Source: an optimization exercise on an open RTL-to-GDS flow (aim: small area, a short achievable clock period and few clock cycles per item). Production flows keep margins and buffers that such runs may drop. Function was checked by simulation only, so behaviour that the tests miss may differ from the original. No activity file was given, so power comes from the tool's default toggle rates.

==> module dfr_mac_lane, before the edit <==
module dfr_mac_lane (
    input  logic                        clk,
    input  logic                        iss_run,
    input  logic                        iss_zero,
    input  logic [NODE_W-1:0]           lane_mask,
    input  logic [NODE_W-1:0]           lane_weight,
    input  logic [NODE_W-1:0]           sample_u,
    input  logic [NODE_W-1:0]           node_bcast,
    input  logic                        node_byp,     
    input  logic [NODE_W-1:0]           node_new_0,
    input  logic                        wb_run,
    input  logic                        wb_rd,
    input  logic                        wb_s0,
    input  logic                        wb_first,
    output logic [NODE_W-1:0]           node_new,
    output logic [NPL-1:0][NODE_W-1:0]  node_r,
    output logic [ACC_W-1:0]            out_sum
);
    logic [NODE_W-1:0]   node_old, a_sel, b_sel;
    logic [NODE_W-1:0]   a_q, b_q;
    logic [7:0][2:0]     b_enc;   
    logic [2*NODE_W-1:0] pp_s, pp_c, cs_s, cs_c;
    assign a_sel = node_byp ? node_new_0 : (iss_run ? lane_mask : (iss_zero ? '0 : node_bcast));
    assign b_sel = iss_run ? sample_u : lane_weight;
    dfr_booth_enc u_enc (
        .b   (b_q),
        .enc (b_enc)
    );
    dfr_booth_mul u_mul (
        .a   (a_q),
        .enc (b_enc),
        .s   (pp_s),
        .c   (pp_c)
    );
    always_ff @(posedge clk) begin
        a_q     <= a_sel;
        b_q     <= b_sel;
        cs_s    <= pp_s;   
        cs_c    <= pp_c;
    end
    always_comb begin
        logic [32:0] p_full;
        logic        ovf, cin4, flip;
        logic [17:0] h18, w, x17e, pre;
        node_old = wb_s0 ? '0 : node_r[0];
        p_full   = {1'b0, cs_s} + {1'b0, cs_c};
        ovf      = !(p_full[31:20] == '0 || p_full[31:20] == '1);
        cin4     = (5'(cs_s[3:0]) + 5'(cs_c[3:0])) >> 4;
        h18      = 18'($signed(node_old) >>> 1);
        x17e     = 18'(cs_s[20:4]) + 18'(cs_c[20:4]) + 18'(cin4);
        w        = 18'(cs_s[20:4]) + 18'(cs_c[20:4]) + 18'(cin4) + h18;
        flip     = x17e[16] ^ x17e[17];
        pre      = {w[17] ^ flip, w[16:0]};
        if (ovf) node_new = p_full[31] ? 16'h8000 : 16'h7fff;
        else if (pre[17:15] == '0 || pre[17:15] == '1) node_new = pre[15:0];
        else node_new = pre[17] ? 16'h8000 : 16'h7fff;
    end
    always_ff @(posedge clk) begin
        if (wb_run) begin
            for (int k = 0; k < NPL - 1; k++) node_r[k] <= node_r[k+1];
            node_r[NPL-1] <= node_new;
        end
    end
    dfr_readout u_acc (
        .clk      (clk),
        .prod_s   (cs_s),
        .prod_c   (cs_c),
        .rd_v     (wb_rd),
        .rd_first (wb_first),
        .out_sum  (out_sum)
    );
endmodule
==> module dfr_reservoir, before the edit <==
module dfr_reservoir (
    input  logic                              clk,
    input  logic                              rst,
    input  logic                              iss_v,
    input  logic                              iss_run,
    input  logic                              iss_s0,
    input  logic                              iss_zero,
    input  logic                              iss_last,
    input  logic [NPL_W-1:0]                  iss_i,
    input  logic [NODE_IDX_W-1:0]             iss_k,
    input  logic [N_LANES-1:0][NODE_W-1:0]    lane_mask,
    input  logic [N_LANES-1:0][NODE_W-1:0]    lane_weight,
    input  logic [NODE_W-1:0]                 sample_u,
    output logic                              last_p1,
    output logic                              rd_last,
    output logic [N_OUT-1:0][ACC_W-1:0]       out_sums
);
    logic                 v1, run1, s01, first1, last1, v2, run2, s02, first2, last2;
    logic                 wb_run;
    logic [NODE_W-1:0]    node_bcast;
    logic [N_LANES-1:0][NODE_W-1:0]           node_new;
    logic [N_LANES-1:0][NPL-1:0][NODE_W-1:0]  node_r;
    always_ff @(posedge clk) begin
        if (rst) begin
            v1 <= 1'b0;
            v2 <= 1'b0;
        end else begin
            v1 <= iss_v;
            v2 <= v1;
        end
    end
    always_ff @(posedge clk) begin
        run1   <= iss_run;
        s01    <= iss_s0;
        first1 <= iss_k == '0;
        last1  <= iss_last;
        run2   <= run1;
        s02    <= s01;
        first2 <= first1;
        last2  <= last1;
    end
    assign last_p1 = v1 && last1;
    assign rd_last = v2 && last2;
    assign wb_run  = v2 && run2;
    assign node_bcast = node_r[iss_k / NPL][iss_k % NPL];
    for (genvar l = 0; l < N_LANES; l++) begin : g_lane
        dfr_mac_lane u_lane (
            .clk         (clk),
            .iss_run     (iss_run),
            .iss_zero    (iss_zero),
            .lane_mask   (lane_mask[l]),
            .lane_weight (lane_weight[l]),
            .sample_u    (sample_u),
            .node_bcast  (node_bcast),
            .node_byp    (wb_run && !iss_run),
            .node_new_0  (node_new[0]),
            .wb_run      (wb_run),
            .wb_rd       (v2 && !run2),
            .wb_s0       (s02),
            .wb_first    (first2),
            .node_new    (node_new[l]),
            .node_r      (node_r[l]),
            .out_sum     (out_sums[l])
        );
    end
endmodule
clock: 12.5 ns
lec_check: 0
cap_margin: 20
core_margin: 2
core_utilization: 40
slew_margin: 20
standard.sh (not shown) runs the stock make flow with config.mk's settings and CLKGATE_MAP_FILE= SYNTH_SCRIPT=/design/flow/synth_recipe.tcl, a recipe that flattens the netlist after the stock synthesis.
==> flow/flow/run.sh <==
#!/bin/bash
export SETUP_SLACK_MARGIN=7
bash standard.sh > standard.log 2>&1
Testbench counts at the start, summed over its fixed seeds: cycles 16,820, jobs 256.
==> next run, changes <==
--- a/flow/design.v
+++ b/flow/design.v
@@ -32,23 +32,22 @@
     input  logic [NODE_W-1:0]           lane_mask,
     input  logic [NODE_W-1:0]           lane_weight,
     input  logic [NODE_W-1:0]           sample_u,
     input  logic [NODE_W-1:0]           node_bcast,
-    input  logic                        node_byp,     
-    input  logic [NODE_W-1:0]           node_new_0,
     input  logic                        wb_run,
     input  logic                        wb_rd,
     input  logic                        wb_s0,
     input  logic                        wb_first,
+    input  logic [NPL_W-1:0]            wb_i,
     output logic [NODE_W-1:0]           node_new,
     output logic [NPL-1:0][NODE_W-1:0]  node_r,
     output logic [ACC_W-1:0]            out_sum
 );
     logic [NODE_W-1:0]   node_old, a_sel, b_sel;
     logic [NODE_W-1:0]   a_q, b_q;
     logic [7:0][2:0]     b_enc;   
     logic [2*NODE_W-1:0] pp_s, pp_c, cs_s, cs_c;
-    assign a_sel = node_byp ? node_new_0 : (iss_run ? lane_mask : (iss_zero ? '0 : node_bcast));
+    assign a_sel = iss_run ? lane_mask : (iss_zero ? '0 : node_bcast);
     assign b_sel = iss_run ? sample_u : lane_weight;
     dfr_booth_enc u_enc (
         .b   (b_q),
         .enc (b_enc)
@@ -68,9 +67,9 @@
     always_comb begin
         logic [32:0] p_full;
         logic        ovf, cin4, flip;
         logic [17:0] h18, w, x17e, pre;
-        node_old = wb_s0 ? '0 : node_r[0];
+        node_old = wb_s0 ? '0 : node_r[wb_i];
         p_full   = {1'b0, cs_s} + {1'b0, cs_c};
         ovf      = !(p_full[31:20] == '0 || p_full[31:20] == '1);
         cin4     = (5'(cs_s[3:0]) + 5'(cs_c[3:0])) >> 4;
         h18      = 18'($signed(node_old) >>> 1);
@@ -82,11 +81,10 @@
         else if (pre[17:15] == '0 || pre[17:15] == '1) node_new = pre[15:0];
         else node_new = pre[17] ? 16'h8000 : 16'h7fff;
     end
     always_ff @(posedge clk) begin
-        if (wb_run) begin
-            for (int k = 0; k < NPL - 1; k++) node_r[k] <= node_r[k+1];
-            node_r[NPL-1] <= node_new;
+        for (int k = 0; k < NPL; k++) begin
+            if (wb_run && wb_i == NPL_W'(k)) node_r[k] <= node_new;
         end
     end
     dfr_readout u_acc (
         .clk      (clk),
@@ -181,8 +179,9 @@
     output logic                              rd_last,
     output logic [N_OUT-1:0][ACC_W-1:0]       out_sums
 );
     logic                 v1, run1, s01, first1, last1, v2, run2, s02, first2, last2;
+    logic [NPL_W-1:0]     i1, i2;
     logic                 wb_run;
     logic [NODE_W-1:0]    node_bcast;
     logic [N_LANES-1:0][NODE_W-1:0]           node_new;
     logic [N_LANES-1:0][NPL-1:0][NODE_W-1:0]  node_r;
@@ -199,17 +198,25 @@
         run1   <= iss_run;
         s01    <= iss_s0;
         first1 <= iss_k == '0;
         last1  <= iss_last;
+        i1     <= iss_i;
         run2   <= run1;
         s02    <= s01;
         first2 <= first1;
         last2  <= last1;
+        i2     <= i1;
     end
     assign last_p1 = v1 && last1;
     assign rd_last = v2 && last2;
     assign wb_run  = v2 && run2;
-    assign node_bcast = node_r[iss_k / NPL][iss_k % NPL];
+    always_comb begin
+        logic [NODE_IDX_W-1:0] k;
+        k = iss_k;
+        if (wb_run && i2 == k[NPL_W-1:0] && NPL > 1) node_bcast = node_new[k / NPL];
+        else if (wb_run && NPL == 1) node_bcast = node_new[k];
+        else node_bcast = node_r[k / NPL][k % NPL];
+    end
     for (genvar l = 0; l < N_LANES; l++) begin : g_lane
         dfr_mac_lane u_lane (
             .clk         (clk),
             .iss_run     (iss_run),
@@ -217,14 +224,13 @@
             .lane_mask   (lane_mask[l]),
             .lane_weight (lane_weight[l]),
             .sample_u    (sample_u),
             .node_bcast  (node_bcast),
-            .node_byp    (wb_run && !iss_run),
-            .node_new_0  (node_new[0]),
             .wb_run      (wb_run),
             .wb_rd       (v2 && !run2),
             .wb_s0       (s02),
             .wb_first    (first2),
+            .wb_i        (i2),
             .node_new    (node_new[l]),
             .node_r      (node_r[l]),
             .out_sum     (out_sums[l])
         );
=> Power rose by 13%; wire length increases by 4.2%; cell area grows by 2.1%; worst setup slack is worse by 0.19 ns; register-to-register slack got worse by 0.19 ns; combinational power grows by 21%; via count rose by 2.4%; sequential cell count grows by 2; synthesized area climbs by 1.3%; fmax came out lower by 3.4%.
Testbench counts after the change, summed over its fixed seeds: cycles 16,820, jobs 256.

afterwards: timing with drivers on the ports:
How much do the figures lean on ideal ports? The routed layouts below were timed once more, with nothing changed but the port constraints. Step 1, drivers: a clkbuf_16 drives clk and a buf_2 each remaining input, both assumed. Step 2 also shifts input and output timing later by t, the mid clock arrival at the registers, as if the neighbouring blocks saw the same clock. Three values: ideal, step 1, step 2; two values: the first two.
run	t, ns	setup WS [ns]	latest minus earliest clock arrival (ns)	worst register clock-pin slew, ns	pins driven straight from the clock port
the first run	0.918	7.147 / 7.149 / 6.295	0.052 / 0.052	0.07 / 0.07	1
the second run	0.912	6.959 / 6.959 / 6.148	0.075 / 0.075	0.07 / 0.07	1
After both steps every run listed still meets setup and hold. The setup slack of the first run, which loses most, moves by +0.002 ns with the drivers and by -0.852 ns with both steps.
